From an optimization exercise on the open Yosys and OpenROAD flow, aimed at small area, a short achievable clock period and few clock cycles per item; shortcuts taken in it are not production practice.
In this exercise RTL edits were held to simulation tests only and were not proved equivalent to the original.

## rev 12
Design ai_density_engine, start of the top module:
module ai_density_engine #(
    parameter int                     GRID       = 10,
    parameter int                     NUM_SHIPS  = 5,
    parameter logic [4*NUM_SHIPS-1:0] SHIP_LENS  = {4'd2, 4'd3, 4'd3, 4'd4, 4'd5},
    parameter int                     CW         = 8,
    parameter int                     HIT_WEIGHT = 4
) (
    input  logic                  clock,
    input  logic                  reset,
    input  logic [1:0]            addr,
    input  logic                  write_en,
    input  logic [GRID*GRID-1:0]  data_in,
    output logic                  wait_request,
    output logic [GRID*GRID+3:0]  data_out
);
clock: 70.0 ns
lec_check: 0
abc_area: 1
cap_margin: 60
core_margin: 2
core_utilization: 60
slew_margin: 60
synth_hierarchical: 1
standard.sh (not shown) runs the stock make flow with config.mk's settings and CLKGATE_MAP_FILE= SYNTH_SCRIPT=/design/flow/synth_recipe.tcl, a recipe that flattens the netlist after the stock synthesis.
==> flow/flow/run.sh <==
#!/bin/bash
# Standard layout, with the port buffers made from buf_2 cells instead of the
# default choice of buffer_ports.
set -o pipefail
export BUFFER_PORTS_ARGS="-buffer_cell sky130_fd_sc_hd__buf_2"
bash standard.sh 2>&1 | tee standard.log
Testbench counts of rev 12, summed over its fixed seeds: cycles 2,688, queries 192.
Changes in rev 13 relative to rev 12:
diff --git a/flow/design.v b/flow/design.v
--- a/flow/design.v
+++ b/flow/design.v
@@ -21,31 +21,20 @@
     input  logic alive,
     input  logic v,
     input  logic s,
     input  logic nany,
     output logic one,
     output logic next
 );
     assign one  = alive & (v | s);
     assign next = alive & (v | s | nany);
 endmodule
-module ai_sel3 (
-    input  logic a,
-    input  logic sa,
-    input  logic b,
-    input  logic sb,
-    input  logic c,
-    input  logic sc,
-    output logic y
-);
-    assign y = (a & sa) | (b & sb) | (c & sc);
-endmodule
 module ai_density_engine #(
     parameter int                     GRID       = 10,
     parameter int                     NUM_SHIPS  = 5,
     parameter logic [4*NUM_SHIPS-1:0] SHIP_LENS  = {4'd2, 4'd3, 4'd3, 4'd4, 4'd5},
     parameter int                     CW         = 8,
     parameter int                     HIT_WEIGHT = 4
 ) (
     input  logic                  clock,
     input  logic                  reset,
     input  logic [1:0]            addr,
@@ -2124,35 +2113,27 @@
     assign wait_request = busy;
     logic         rot;
     logic         clr;
     logic         ld_fired, ld_hit;
     logic [9:0]   keep;
     assign rot      = busy | start;
     assign ld_fired = !busy && write_en && addr == 2'd1;
     assign ld_hit   = !busy && write_en && addr == 2'd2;
     assign keep     = {10{~clr}};
     logic hold_f, hold_h;
-    logic [N-1:0] fired_rot, hit_rot;
-    assign fired_rot = {fired[9:0] & keep, fired[N-1:10]};
-    assign hit_rot   = {hit[9:0] & keep, hit[N-1:10]};
     assign hold_f = ~(ld_fired | rot);
     assign hold_h = ~(ld_hit | rot);
-    logic [N-1:0] fired_d, hit_d;
-    for (genvar i = 0; i < N; i++) begin : g_mask
-        ai_sel3 u_f (.a(data_in[i]), .sa(ld_fired), .b(fired_rot[i]), .sb(rot), .c(fired[i]), .sc(hold_f),
-            .y(fired_d[i]));
-        ai_sel3 u_h (.a(data_in[i]), .sa(ld_hit), .b(hit_rot[i]), .sb(rot), .c(hit[i]), .sc(hold_h),
-            .y(hit_d[i]));
-    end
     always_ff @(posedge clock) begin
-        fired <= fired_d;
-        hit   <= hit_d;
+        fired <= (data_in & {N{ld_fired}}) | ({fired[9:0] & keep, fired[N-1:10]} & {N{rot}})
+               | (fired & {N{hold_f}});
+        hit   <= (data_in & {N{ld_hit}}) | ({hit[9:0] & keep, hit[N-1:10]} & {N{rot}})
+               | (hit & {N{hold_h}});
     end
     always_ff @(posedge clock) begin
         if (reset) begin
             busy      <= 1'b1;
             clr       <= 1'b1;
             rcnt      <= '0;
             ships     <= '0;
             res_valid <= 1'b0;
             res_idx   <= '0;
             res_max   <= '0;
- [rev 13] number of antenna violations at the first check in global routing rose 3 relative to rev 12
- Relative to rev 12, the non-clock buffer count measured on rev 13 has decreased by a few percent.
- Looking at area growth from synthesis to layout, rev 13 sits 1.3 points below rev 12.
- Comparing rev 13 against rev 12, there is no change at all in total area of sequential cells.
- Compared with rev 12, in rev 13 detailed-placement wirelength estimate now larger, worst hold slack increased 0.012 ns, parity-gate share of the synthesized area counting xor and xnor cells closely matched the old numbers, minimum clock period moved up.
- For rev 13, the most frequent standard cell in the layout excluding fill and tap cells was inv_1, unlike rev 12, where it was nand2_1.
- Rev 12 -> rev 13: mean cell area of the mapped netlist increased by a little under 10%
Testbench counts of rev 13, summed over its fixed seeds: cycles 2,688, queries 192.

## what the ideal ports hide
The flow's constraints put no driver on any port. The routed layouts listed below were extracted and timed again, unchanged, in two steps.
Step 1 assumes that a clkbuf_16 drives the clock port and a buf_2 every other input.
Step 2 also shifts input and output timing later by t, the mid clock arrival at the registers, as if the neighbouring blocks saw the same clock.
Three values: ideal ports, drivers, drivers and shift; two values: the first two.
run	t, ns	setup WS [ns]	worst setup path at the end
rev 12	0.607	40.397 / 40.361 / 40.361	input to output
rev 13	0.609	40.390 / 40.369 / 40.369	input to output
After both steps every run listed still meets setup and hold. For rev 12, which loses most, drivers alone change the setup slack by -0.036 ns; drivers and shift together by -0.036 ns.
